Background: an optimization exercise with open tools, aiming at small area and a short achievable clock period. Do not read the settings as production practice. The RTL was checked by simulation tests, not by an equivalence proof against the original design. Power figures rest on the tool's default switching activity, not on a simulated workload.

[flow/config.mk]
export PLATFORM = sky130hd
export DESIGN_NAME = dmem_responder
export DESIGN_NICKNAME = dmem_responder
export VERILOG_FILES = /design/flow/design.v
export SDC_FILE = /design/flow/constraint.sdc
export NUM_CORES = 4
export LEC_CHECK = 0
export CAP_MARGIN = 20
export CORE_MARGIN = 2
export CORE_UTILIZATION = 75
export CTS_CLUSTER_DIAMETER = 70
export CTS_CLUSTER_SIZE = 24
export SETUP_SLACK_MARGIN = 2.9
export SLEW_MARGIN = 20
export SYNTH_HIERARCHICAL = 1
[flow/constraint.sdc]
create_clock -name core_clock -period 5.0 [get_ports {clk}]
set_input_delay 1.0000 -clock core_clock [delete_from_list [all_inputs] [get_ports {clk}]]
set_output_delay 1.0000 -clock core_clock [all_outputs]
set_load 0.01 [all_outputs]
[flow/standard.sh]
#!/bin/bash
# synth_recipe.tcl (not shown) runs the flow's synth.tcl, then flattens the netlist and writes it again
# the make line also repeats each setting of config.mk as NAME=value (left out here)
make -C /OpenROAD-flow-scripts/flow DESIGN_CONFIG=/design/flow/config.mk WORK_HOME=/design/flow/orfs CLKGATE_MAP_FILE= SYNTH_SCRIPT=/design/flow/synth_recipe.tcl "${@:-finish}"
[flow/flow/run.sh]
#!/bin/bash
# The standard layout, with one hook after detailed placement (before
# clock tree synthesis) that puts the output registers next to their port
# buffers (flow/outreg.tcl). Synthesis is the standard synthesis.
set -euo pipefail
here=$(pwd)
bash standard.sh synth > synth.log 2>&1
bash standard.sh "POST_DETAIL_PLACE_TCL=$here/flow/outreg.tcl" finish > layout.log 2>&1
[flow/flow/outreg.tcl]
# Post detailed placement, before CTS: put each register that drives an
# output port through its port buffer next to that buffer, give the register
# and the buffer a stronger drive, and legalize. Clock tree synthesis then
# clocks the registers where they now sit, like every other register.
set block [ord::get_db_block]
set moved 0
foreach bterm [$block getBTerms] {
  if {[$bterm getIoType] != "OUTPUT"} { continue }
  set net [$bterm getNet]
  set buf ""
  foreach it [$net getITerms] {
    if {[$it isOutputSignal]} { set buf [$it getInst] }
  }
  if {$buf == ""} { continue }
  set ff ""
  foreach it [$buf getITerms] {
    if {[$it isInputSignal] && [$it getNet] != "NULL"} {
      foreach it2 [[$it getNet] getITerms] {
        if {[$it2 isOutputSignal]} { set ff [$it2 getInst] }
      }
    }
  }
  if {$ff == ""} { continue }
  set m [[$ff getMaster] getName]
  if {![regexp {__df[a-z]+_[0-9]+$} $m]} { continue }
  regsub {_[0-9]+$} $m {_4} m4
  set master4 [[ord::get_db] findMaster $m4]
  if {$master4 != "NULL"} { $ff swapMaster $master4 }
  $buf swapMaster [[ord::get_db] findMaster sky130_fd_sc_hd__buf_4]
  set loc [$buf getLocation]
  $ff setLocation [lindex $loc 0] [lindex $loc 1]
  incr moved
}
puts "outreg: moved $moved output registers next to their port buffers"
detailed_placement
check_placement -verbose
[flow/design.v]
package dmem_pkg;
  localparam int DMEM_DEPTH = 64;
endpackage
module dmem_lane (
  input  logic       clk,
  input  logic       s,
  input  logic       sn,
  input  logic [7:0] d,
  output logic [7:0] q
);
  always_ff @(posedge clk) begin
    q <= ({8{s}} & d) | ({8{sn}} & q);
  end
endmodule
module dmem_wdec (
  input  logic a,
  input  logic b,
  output logic s,
  output logic sn
);
  assign s  = a & b;
  assign sn = ~(a & b);
endmodule
module dmem_rd2 (
  input  logic [31:0] a,
  input  logic [31:0] b,
  input  logic        sa,
  input  logic        sb,
  output logic [31:0] y_n
);
  assign y_n = ~(({32{sa}} & a) | ({32{sb}} & b));
endmodule
module dmem_nand2 (
  input  logic [31:0] a,
  input  logic [31:0] b,
  output logic [31:0] y
);
  assign y = ~(a & b);
endmodule
module dmem_nand3 (
  input  logic [31:0] a,
  input  logic [31:0] b,
  input  logic [31:0] c,
  output logic [31:0] y
);
  assign y = ~(a & b & c);
endmodule
module dmem_nand4 (
  input  logic [31:0] a,
  input  logic [31:0] b,
  input  logic [31:0] c,
  input  logic [31:0] d,
  output logic [31:0] y
);
  assign y = ~(a & b & c & d);
endmodule
module dmem_nor3 (
  input  logic [31:0] a,
  input  logic [31:0] b,
  input  logic [31:0] c,
  output logic [31:0] y
);
  assign y = ~(a | b | c);
endmodule
module dmem_array #(
  parameter int DEPTH = 64
) (
  input  logic             clk,
  input  logic             rst_n,
  input  logic [7:0]       wa,        
  input  logic [31:0]      wbl,       
  input  logic [31:0]      wdata,
  input  logic [DEPTH-1:0] rsel,      
  input  logic             rd,        
  output logic [31:0]      rnext      
);
  logic [31:0] mem_q [DEPTH];
  logic [31:0] rdata_r;
  logic [31:0] t1_n [33];    
  logic [31:0] t2 [9];       
  logic [31:0] t3_n [3];     
  logic [31:0] rmux_s;
  for (genvar k = 0; k < DEPTH; k++) begin : g_word
    for (genvar l = 0; l < 4; l++) begin : g_lane
      logic s, sn;
      dmem_wdec u_dec (
        .a (wa[k / 8]),
        .b (wbl[8*l + k % 8]),
        .s (s),
        .sn(sn)
      );
      dmem_lane u_lane (
        .clk(clk),
        .s  (s),
        .sn (sn),
        .d  (wdata[8*l +: 8]),
        .q  (mem_q[k][8*l +: 8])
      );
    end
  end
  for (genvar j = 0; j < DEPTH / 2; j++) begin : g_rd1
    dmem_rd2 u_rd (
      .a (mem_q[2*j]), .b (mem_q[2*j+1]),
      .sa(rsel[2*j]), .sb(rsel[2*j+1]),
      .y_n(t1_n[j])
    );
  end
  dmem_nand2 u_hold (.a({32{~rd}}), .b(rdata_r), .y(t1_n[32]));
  for (genvar j = 0; j < 6; j++) begin : g_rd2
    dmem_nand4 u_g (.a(t1_n[4*j]), .b(t1_n[4*j+1]), .c(t1_n[4*j+2]),
                    .d(t1_n[4*j+3]), .y(t2[j]));
  end
  for (genvar j = 0; j < 3; j++) begin : g_rd2b
    dmem_nand3 u_g (.a(t1_n[24+3*j]), .b(t1_n[24+3*j+1]), .c(t1_n[24+3*j+2]),
                    .y(t2[6+j]));
  end
  for (genvar j = 0; j < 3; j++) begin : g_rd3
    dmem_nor3 u_g (.a(t2[3*j]), .b(t2[3*j+1]), .c(t2[3*j+2]), .y(t3_n[j]));
  end
  dmem_nand3 u_rd4 (.a(t3_n[0]), .b(t3_n[1]), .c(t3_n[2]), .y(rmux_s));
  always_ff @(posedge clk or negedge rst_n) begin
    if (!rst_n) begin
      rdata_r <= 32'h0000_0000;
    end else begin
      rdata_r <= rmux_s;
    end
  end
  assign rnext = rmux_s;
endmodule
module dmem_responder #(
  parameter int WAIT_CYCLES = 1,
  parameter int DEPTH       = dmem_pkg::DMEM_DEPTH
) (
  input  logic        clk,
  input  logic        rst_n,
  input  logic        req,
  input  logic        we,
  input  logic [7:0]  addr,
  input  logic [31:0] wdata,
  input  logic [3:0]  be,
  output logic [31:0] rdata,
  output logic        ack,
  output logic        err
);
  localparam int AW = $clog2(DEPTH);
  logic        idle_r, busy_r, resp_r, mis_r;
  logic        ack_r, err_r;
  logic        accept_s, mis_in_s, go_s, rgo_s;
  logic [3:0]  be_s;
  logic [7:0]       wa_r;
  logic [31:0]      cap_wdata_r;
  logic [31:0]      wbl_r;
  logic [7:0]       ahi_s, alo_s;
  logic             rd_r;
  logic [DEPTH-1:0] rsel_r;
  logic [31:0]      rnext_s;
  logic [31:0]      rdata_r;
  assign accept_s = idle_r & req;
  assign mis_in_s = |addr[1:0];
  assign go_s     = accept_s & ~mis_in_s;
  assign rgo_s    = go_s & ~we;
  always_comb begin
    for (int i = 0; i < 8; i++) begin
      ahi_s[i] = (addr[7:5] == 3'(i));
      alo_s[i] = (addr[4:2] == 3'(i));
    end
  end
  assign be_s     = be;
  always_ff @(posedge clk or negedge rst_n) begin
    if (!rst_n) begin
      idle_r  <= 1'b1;
      busy_r  <= 1'b0;
      resp_r  <= 1'b0;
      mis_r   <= 1'b0;
      ack_r   <= 1'b0;
      err_r   <= 1'b0;
      wbl_r   <= '0;
      rd_r    <= 1'b0;
      rsel_r  <= '0;
    end else begin
      idle_r  <= (idle_r & ~req) | resp_r | mis_r;
      busy_r  <= go_s;
      mis_r   <= accept_s & mis_in_s;
      resp_r  <= busy_r;
      ack_r   <= resp_r | mis_r;
      err_r   <= mis_r;
      for (int l = 0; l < 4; l++) begin
        wbl_r[8*l +: 8] <= {8{go_s & we & be_s[l]}} & alo_s;
      end
      rd_r    <= rgo_s;
      for (int k = 0; k < DEPTH; k++) begin
        rsel_r[k] <= rgo_s & ahi_s[k / 8] & alo_s[k % 8];
      end
    end
  end
  always_ff @(posedge clk) begin
    wa_r        <= ahi_s;
    cap_wdata_r <= wdata;
  end
  dmem_array #(.DEPTH(DEPTH)) u_array (
    .clk  (clk),
    .rst_n(rst_n),
    .wa   (wa_r),
    .wbl  (wbl_r),
    .wdata(cap_wdata_r),
    .rsel (rsel_r),
    .rd   (rd_r),
    .rnext(rnext_s)
  );
  always_ff @(posedge clk) begin
    rdata_r <= rnext_s;
  end
  assign rdata = rdata_r;
  assign ack = ack_r;
  assign err = err_r;
endmodule
==> out/metrics.csv, run 1 <==
stage,metric,value,unit
outcome,status,timing/DRC/antenna clean,
timing,TNS Setup,0,ns
setup_path,CP Buf/Inv Count,1,
global_route,GRT Total Usage,42.86,%
logic_synthesis,Most used DFF post-synth,dfxtp_1,
power,pwr/cell area,340.5,nW/um2
final_layout,post-route cell area,85290,um2
detailed_routing,Metal-1 WL,99.02,mm
final_layout,fin cells,8290,
logic_synthesis,"Distinct cells, synth",28,
setup_path,Required @ worst endpoint,4.00,ns
clock_network,H-tree depth,3,
detailed_routing,wire length on met2,108.6,mm
global_route,first-pass GRT wire length,373.5,mm
timing,unrepaired setup endpoints after global routing,yes,
timing,Slew @ Worst Pin,1.212,ns
setup_path,Worst Path Max Fanout,1,
detailed_routing,WL final,254.9,mm
logic_synthesis,async set or reset register ratio after synthesis,5.987,%
detailed_routing,drt drc,0,
timing,Final Skew,0.02243,ns
floorplanning,Core ar.,110700,um2
logic_synthesis,Synth Warn #,13,
placement,detailed placement HPWL,156.8,mm
detailed_routing,drt via density,7.758,
clock_network,Clock Pin Slew Worst Setup and Hold Paths,0.10,ns
final_layout,P&R area growth vs syn,1.973,%
detailed_routing,uppermost routed layer,met5,
floorplanning,die width,337.9,um
setup_path,max incr delay on CP,0.49,ns
detailed_routing,post-route ant nets,0,
placement,Placement Setup Slack,1.993,ns
logic_synthesis,top-count cell post-synth,dfxtp_1,
setup_path,endpoint class of the critical path,primary output,
detailed_routing,DR WL/cell,30.75,um
timing,Final Hold Viols,0,
final_layout,share of cells above drive strength 1,7.559,%
timing,fin crit share,47.22,%
detailed_routing,met3 WL,30.97,mm
setup_path,CP Class,reg2out,
logic_synthesis,Synth top area share,50.75,%
logic_synthesis,Post-Syn Nets,7209,
global_route,vias in the first global route,59554,
clock_network,number of post-CTS setup repair buffers,0,
detailed_routing,drt pass-1 iters,9,
timing,final hold slack,0.1352,ns
logic_synthesis,top cells by instance count after synthesis,"dfxtp_1, a22o_1, a22oi_1",
setup_path,CP arrival,1.36,ns
placement,placed insts,8101,
setup_path,Setup crit start kind,flop,
setup_path,"Critical Path, Cell by Cell",buf_6,
clock_network,worst-skew pair later-pin latency,0.75,ns
clock_network,clk root buf,clkbuf_16,
logic_synthesis,register bit total from synthesis,2255,
floorplanning,IO Pins,82,
floorplanning,Initial Utilization,75.57,%
floorplanning,Die H,337.9,um
logic_synthesis,cell taking the most area after synthesis,dfxtp_1,
clock_network,clk sink count,2255,
logic_synthesis,Mapped Area,83640,um2
timing,fin crit period,2.361,ns
placement,Port Buffer Count,81,
global_route,initial antenna violation count,10,
placement,placed cell area,81310,um2
timing,setup ws final,2.639,ns
logic_synthesis,Synth Instances,7161,
floorplanning,Cell Rows,122,
power,total power,29.04,mW
power,Leak,32.05,nW
detailed_routing,detailed router's first-iteration violation count,9313,
clock_network,hold buffer count at cts,0,
setup_path,"Slowest-stage cell, CP",dfrtp_4,
final_layout,final core occ,77.06,%
floorplanning,Die ar.,114200,um2
clock_network,Max Buffers Root-to-Sink,3,
global_route,grt ovf,0,
logic_synthesis,"top cells by area, synth","dfxtp_1, a22o_1, a22oi_1",
final_layout,nets,6780,
detailed_routing,detailed-route via count,64317,
placement,GP Congestion,0.9178,
timing,count of pins over their slew limit,0,
power,maximum vdd drop,0.3802,mV
logic_synthesis,syn avg cell area,11.68,um2
logic_synthesis,sequential share of the synthesized area,54.79,%
timing,fmax,423.6,MHz
worst_hold_path,worst min-delay path category,in2async,
timing,Rel. slew slack,19.21,%
clock_network,TritonCTS clock tree,built,
global_route,largest net degree at the start of global routing,104,
setup_path,crit-path leading delay family,flip-flops,
timing,Final setup viols,0,
final_layout,Fill cells,7287,
clock_network,Num CTS Buffers,113,
flow_run,max cap viols,0,
logic_synthesis,"EDFF count, synth",0,
[layer usage]
layer,vias to the layer above,GRT usage [%]
met3,809,10.54
met1,31817,58.16
met4,6,23.39
met5,-,0
li1,27135,-
met2,4550,63.19
[placed cells by master, fill, tap and decap left out, types with 4 or more instances in the layout]
master,count
dfxtp_4,40
clkinv_4,5
dfxtp_1,2048
dfrtp_1,125
nand4_1,192
nor3_2,94
clkbuf_1,23
nand3_2,10
nand3_1,124
nand3b_1,6
bufinv_16,4
clkbuf_16,120
dfrtp_4,4
inv_6,14
a22o_1,2048
clkdlybuf4s50_1,43
a22oi_1,1019
or3b_2,4
buf_6,39
dfrtp_2,5
inv_1,11
nor3_4,10
nand2_1,288
dfxtp_2,32
and2_1,256
buf_4,100
a22oi_2,5
clkinvlp_4,7
nor3_1,88
[sequential cells by signal, indices dropped and copies added (netlist names)]
name / cells
ack_r: 1
busy_r: 1
cap_wdata_r: 32
err_r: 1
idle_r: 1
mis_r: 1
rd_r: 1
rdata_r: 32
resp_r: 1
rsel_r: 64
u_array.g_word.g_lane.u_lane.q: 2048
u_array.rdata_r: 32
wa_r: 8
wbl_r: 32
[path summary, 6_finish.rpt]
| path | startpoint | to | slack (ns) | depth (start not counted) |
|---|---|---|---|---|
| setup / recovery | ack_r | ack | 2.64 | 1 |
| setup reg to reg | rsel_r[41] | rdata_r[14] | 2.80 | 5 |
| hold / removal | rst_n | u_array.rdata_r[6] | 0.14 | 1 |
| max in group asynchronous | rst_n | rsel_r[36] | 3.64 | 3 |
| hold reg to reg | mis_r | err_r | 0.38 | 0 |
| min in group core_clock | mis_r | err_r | 0.38 | 0 |
[Yosys stat by module (local to each module, per instance), excerpt]
module	cell area [um2]	cells	flip-flops and latches	times used
dmem_responder	4996	344	175	1
dmem_nor3	320.3	32	0	3
dmem_rd2	289.0	38	0	32
dmem_lane	246.5	18	8	256
dmem_nand4	200.2	32	0	6
dmem_nand3	160.2	32	0	4
dmem_nand2	120.1	32	0	1
dmem_wdec	10.01	2	0	256
[cells by family after synthesis]
kind of cell,synth area share [%]
simple gates,7.485
buf+inv,7.070
compound gates,30.66
flops,54.79
[what timing repair did]
item | 4_1_cts | 5_1_grt
resized for setup | 53 | 26
cloned | 1 | 2
pin swaps | 3 | 4
setup endpoints to repair | 160 | 129
[power by group]
part	switching, mW	internal (mW)
sequential	0.102	18.0
combinational	0.402	0.0640
clock	5.83	4.69
total	6.33	22.7
[cell type report]
cell class / instances / area (um2) / share of cell area, %
flip-flops and latches: 2255 / 46030 / 53.97
well taps: 1488 / 1862 / 2.183
multi-input cells: 4165 / 32140 / 37.68
repair buffers: 186 / 1685 / 1.976
clock inverters: 38 / 405.4 / 0.4753
clock buffers: 145 / 3117 / 3.654
diodes: 2 / 5.005 / 0.005868
inverters: 11 / 41.29 / 0.04841
==> run 2: changes to the inputs <==
--- a/flow/flow/outreg.tcl
+++ b/flow/flow/outreg.tcl
@@ -1,5 +1,5 @@
 # Post detailed placement, before CTS: put each register that drives an
-# output port through its port buffer next to that buffer, give the register
-# and the buffer a stronger drive, and legalize. Clock tree synthesis then
+# output port through its port buffer next to that buffer, give the buffer a
+# stronger drive, and legalize. Clock tree synthesis then
 # clocks the registers where they now sit, like every other register.
 set block [ord::get_db_block]
@@ -24,7 +24,4 @@
   set m [[$ff getMaster] getName]
   if {![regexp {__df[a-z]+_[0-9]+$} $m]} { continue }
-  regsub {_[0-9]+$} $m {_4} m4
-  set master4 [[ord::get_db] findMaster $m4]
-  if {$master4 != "NULL"} { $ff swapMaster $master4 }
   $buf swapMaster [[ord::get_db] findMaster sky130_fd_sc_hd__buf_4]
   set loc [$buf getLocation]
==> run 2 against run 1 <==
Against the previous run:
- total power about the same
- design area is 0.22% lower
- sequential share of layout area hardly changed
- die area unchanged
- combinational power decreased by 1%
- utilization is 0.17 points lower
- critical endpoint unchanged
- largest cell class unchanged
- largest power group unchanged
==> out/metrics.csv, run 2 <==
stage,metric,value,unit,change
setup_path,CP arrival,1.28,ns,was 1.36 ns
clock_network,H-tree depth,3,,unchanged
logic_synthesis,Mapped Area,83640,um2,unchanged
timing,Slew @ Worst Pin,1.232,ns,was 1.212 ns
clock_network,hold buffer count at cts,0,,unchanged
setup_path,"Slowest-stage cell, CP",dfrtp_1,,was dfrtp_4
setup_path,Worst Reg2Reg Path Length in Cells,4,,was 5
setup_path,CP Class,reg2out,,unchanged
detailed_routing,detailed-route via count,64080,,was 64317
logic_synthesis,top-count cell post-synth,dfxtp_1,,unchanged
timing,Final setup viols,0,,unchanged
global_route,vias in the first global route,59586,,was 59554
logic_synthesis,sequential share of the synthesized area,54.79,%,unchanged
setup_path,CP Depth,1,,unchanged
detailed_routing,drt drc,0,,unchanged
final_layout,max FFs per register,2048,,unchanged
detailed_routing,detailed router's first-iteration violation count,9128,,was 9313
clock_network,Max Buffers Root-to-Sink,3,,unchanged
final_layout,share of cells above drive strength 1,7.419,%,was 7.559%
timing,unrepaired setup endpoints after global routing,yes,,unchanged
setup_path,Worst Path Max Fanout,1,,unchanged
detailed_routing,drt pass-1 iters,9,,unchanged
logic_synthesis,Synth Instances,7161,,unchanged
final_layout,"Most flops, register",u_array.g_word.g_lane.u_lane.q,,unchanged
worst_hold_path,worst min-delay path category,in2async,,unchanged
power,pwr/cell area,341.1,nW/um2,was 340.5 nW/um2
power,clock share of power,36.1,%,was 36.2%
setup_path,reg2reg setup slack,2.83,ns,was 2.80 ns
floorplanning,Die H,337.9,um,unchanged
power,maximum vdd drop,0.3414,mV,was 0.3802 mV
floorplanning,Die ar.,114200,um2,unchanged
timing,TNS Setup,0,ns,unchanged
flow_run,max cap viols,0,,unchanged
timing,fmax,437.7,MHz,was 423.6 MHz
clock_network,Clock Pin Slew Worst Setup and Hold Paths,0.10,ns,about the same
final_layout,Fill cells,7310,,was 7287
final_layout,Largest regs,"u_array.g_word.g_lane.u_lane.q (2048), rsel_r (64)",,unchanged
timing,Rel. slew slack,17.89,%,was 19.21%
floorplanning,die width,337.9,um,unchanged
clock_network,clk root buf,clkbuf_16,,unchanged
placement,GP Congestion,0.9178,,unchanged
logic_synthesis,Synth top area share,50.75,%,unchanged
placement,Port Buffer Count,81,,unchanged
setup_path,Reg-to-Reg End,rdata_r[4],,was rdata_r[14]
floorplanning,Cell Rows,122,,unchanged
timing,count of pins over their slew limit,0,,unchanged
clock_network,clk sink count,2255,,unchanged
detailed_routing,WL final,254.0,mm,was 254.9 mm
clock_network,TritonCTS clock tree,built,,unchanged
setup_path,"Critical Path, Cell by Cell",buf_6,,unchanged
setup_path,Reg-to-Reg Start,rsel_r[38],,was rsel_r[41]
floorplanning,Core ar.,110700,um2,unchanged
final_layout,Seq. cell area,45940,um2,was 46030 um2
floorplanning,Initial Utilization,75.57,%,unchanged
logic_synthesis,Most used DFF post-synth,dfxtp_1,,unchanged
logic_synthesis,syn avg cell area,11.68,um2,unchanged
final_layout,nets,6777,,was 6780
power,total power,29.03,mW,was 29.04 mW
detailed_routing,DR WL/cell,30.66,um,was 30.75 um
detailed_routing,drt via density,7.735,,was 7.758
timing,Final Hold Viols,0,,unchanged
power,sequential power share,62.3,%,was 62.2%
global_route,GRT Total Usage,42.82,%,was 42.86%
logic_synthesis,top cells by instance count after synthesis,"dfxtp_1, a22o_1, a22oi_1",,unchanged
final_layout,Multi-input gate area,32090,um2,was 32140 um2
logic_synthesis,"Distinct cells, synth",28,,unchanged
logic_synthesis,register bit total from synthesis,2255,,unchanged
setup_path,Required @ worst endpoint,4.00,ns,about the same
logic_synthesis,cell taking the most area after synthesis,dfxtp_1,,unchanged
floorplanning,IO Pins,82,,unchanged
power,Leak,32.01,nW,was 32.05 nW
logic_synthesis,async set or reset register ratio after synthesis,5.987,%,unchanged
global_route,first-pass GRT wire length,373.0,mm,was 373.5 mm
setup_path,max incr delay on CP,0.40,ns,was 0.49 ns
global_route,initial antenna violation count,8,,was 10
setup_path,CP Buf/Inv Count,1,,unchanged
clock_network,worst-skew pair later-pin latency,0.76,ns,was 0.75 ns
power,Pint,22.70,mW,was 22.71 mW
setup_path,endpoint class of the critical path,primary output,,unchanged
power,Psw,6.332,mW,about the same
setup_path,CP startpoint,ack_r,,unchanged
outcome,status,timing/DRC/antenna clean,,unchanged
power,Sw Share,21.81,%,was 21.80%
logic_synthesis,"top cells by area, synth","dfxtp_1, a22o_1, a22oi_1",,unchanged
logic_synthesis,"EDFF count, synth",0,,unchanged
final_layout,P&R area growth vs syn,1.752,%,was 1.973%
setup_path,Setup crit start kind,flop,,unchanged
final_layout,final core occ,76.90,%,was 77.06%
timing,fin crit share,45.70,%,was 47.22%
placement,detailed placement HPWL,156.8,mm,unchanged
timing,Final Skew,0.02350,ns,was 0.02243 ns
timing,fin crit period,2.285,ns,was 2.361 ns
logic_synthesis,Synth Warn #,13,,unchanged
detailed_routing,post-route ant nets,0,,unchanged
global_route,grt ovf,0,,unchanged
setup_path,crit-path leading delay family,flip-flops,,unchanged
clock_network,Num CTS Buffers,113,,unchanged
power,Comb power frac,1.6,%,about the same
global_route,largest net degree at the start of global routing,104,,unchanged
final_layout,most frequent cells in the layout,"a22o_1, dfxtp_1, a22oi_1",,unchanged
logic_synthesis,Post-Syn Nets,7209,,unchanged
[run 2: cell counts after synthesis]
Identical to the previous run, type by type.
[run 2: per-module statistics from Yosys (local to each module, per instance), excerpt]
module / area [um2] / cells inside / flip-flops and latches / times used
dmem_nand4: 200.2 / 32 / 0 / 6
dmem_lane: 246.5 / 18 / 8 / 256
dmem_responder: 4996 / 344 / 175 / 1
dmem_nor3: 320.3 / 32 / 0 / 3
dmem_wdec: 10.01 / 2 / 0 / 256
dmem_rd2: 289.0 / 38 / 0 / 32
dmem_nand3: 160.2 / 32 / 0 / 4
dmem_nand2: 120.1 / 32 / 0 / 1
[run 2: metal layers]
layer,wire (um),global-route usage [%],up-vias
li1,-,-,27120
met1,98620,57.75,31745
met2,107500,62.77,4415
met3,31170,11.17,796
met4,16690,24.01,4
met5,25,0,-
[run 2: logic make-up (layout without fill, tap and decap cells)]
logic type	after synthesis	count (layout)	share of synthesized area (%)
buffers and inverters	744	375	7.070
other	0	3	0
DFF	2255	2255	54.79
AOI/OAI and AO/OA	3074	3074	30.66
and+or+nand+nor	1088	1089	7.485
[run 2: how the worst max path moves through the flow]
stage                  to  slack, ns
6_report              ack       2.72
5_1_grt               ack       2.68
4_1_cts               err       2.71
3_5_place_dp   rsel_r[50]       1.99
3_3_place_gp   rsel_r[46]       2.06
2_1_floorplan  rsel_r[39]       3.06
[run 2: metrics by stage]
stage	instance area, um2	cells	hold WS [ns]	setup WS [ns]
floorplan	83640	7161	0.3312	3.058
global placement	81300	8101	0.3479	2.061
detailed placement	81310	8101	0.3515	1.993
CTS	85010	8281	0.3467	2.706
global route	85090	8281	0.3381	2.678
finish	85100	8284	0.2402	2.715
[run 2: repair_timing]
item | in CTS | in global routing
cloned | 1 | 0
endpoints found under the setup margin | 160 | 127
gates resized for setup | 85 | 22
buffers inserted | 0 | 0
pin swaps | 4 | 0
[run 2: power groups by stage]
stage | clock, mW | combinational (mW) | sequential [mW]
after CTS | 10.5 | 0.441 | 18.1
after detailed placement | 0 | 0.438 | 18.5
after global routing | 11.1 | 0.468 | 18.1
after floorplan | 0 | 0.0313 | 18.6
final | 10.5 | 0.460 | 18.1
after global placement | 0 | 0.429 | 18.5
[run 2: area by class of cell]
| type | count | share of cell area [%] |
|---|---|---|
| diodes | 3 | 0.008822 |
| clock buffers | 141 | 3.633 |
| clock inverters | 38 | 0.4808 |
| inverters | 11 | 0.04852 |
| multi-input cells | 4163 | 37.70 |
| flip-flops and latches | 2255 | 53.99 |
| well taps | 1488 | 2.188 |
| repair buffers | 185 | 1.948 |

-- static timing again, ports no longer ideal --
In the flow no input, the clock included, has a driving cell. The finished layouts below were timed again as built, in two steps.
Step 1 (the two cells are an assumption about what drives the block):
set clk [get_ports {clk}]
set_driving_cell -lib_cell sky130_fd_sc_hd__clkbuf_16 $clk
set_driving_cell -lib_cell sky130_fd_sc_hd__buf_2 [delete_from_list [all_inputs] $clk]
Step 2, shift: input delay + t, output delay - t, t = (earliest + latest rising clock arrival at the registers) / 2. This alone moves slack from input paths to output paths.
a / b / c = ideal ports / drivers / drivers and shift; a / b = the first two.
| run | t (ns) | setup slack, ns | worst setup path after step 2 | clock arrival spread, ns | pins driven straight from the clock port |
|---|---|---|---|---|---|
| run 1 | 0.819 | 2.639 / 2.556 / 2.113 | input to register | 0.025 / 0.024 | 1 |
| run 2 | 0.821 | 2.715 / 2.637 / 2.144 | input to register | 0.029 / 0.028 | 1 |
After both steps every run listed still meets setup and hold. For run 2, which loses most, drivers alone change the setup slack by -0.078 ns; drivers and shift together by -0.571 ns.
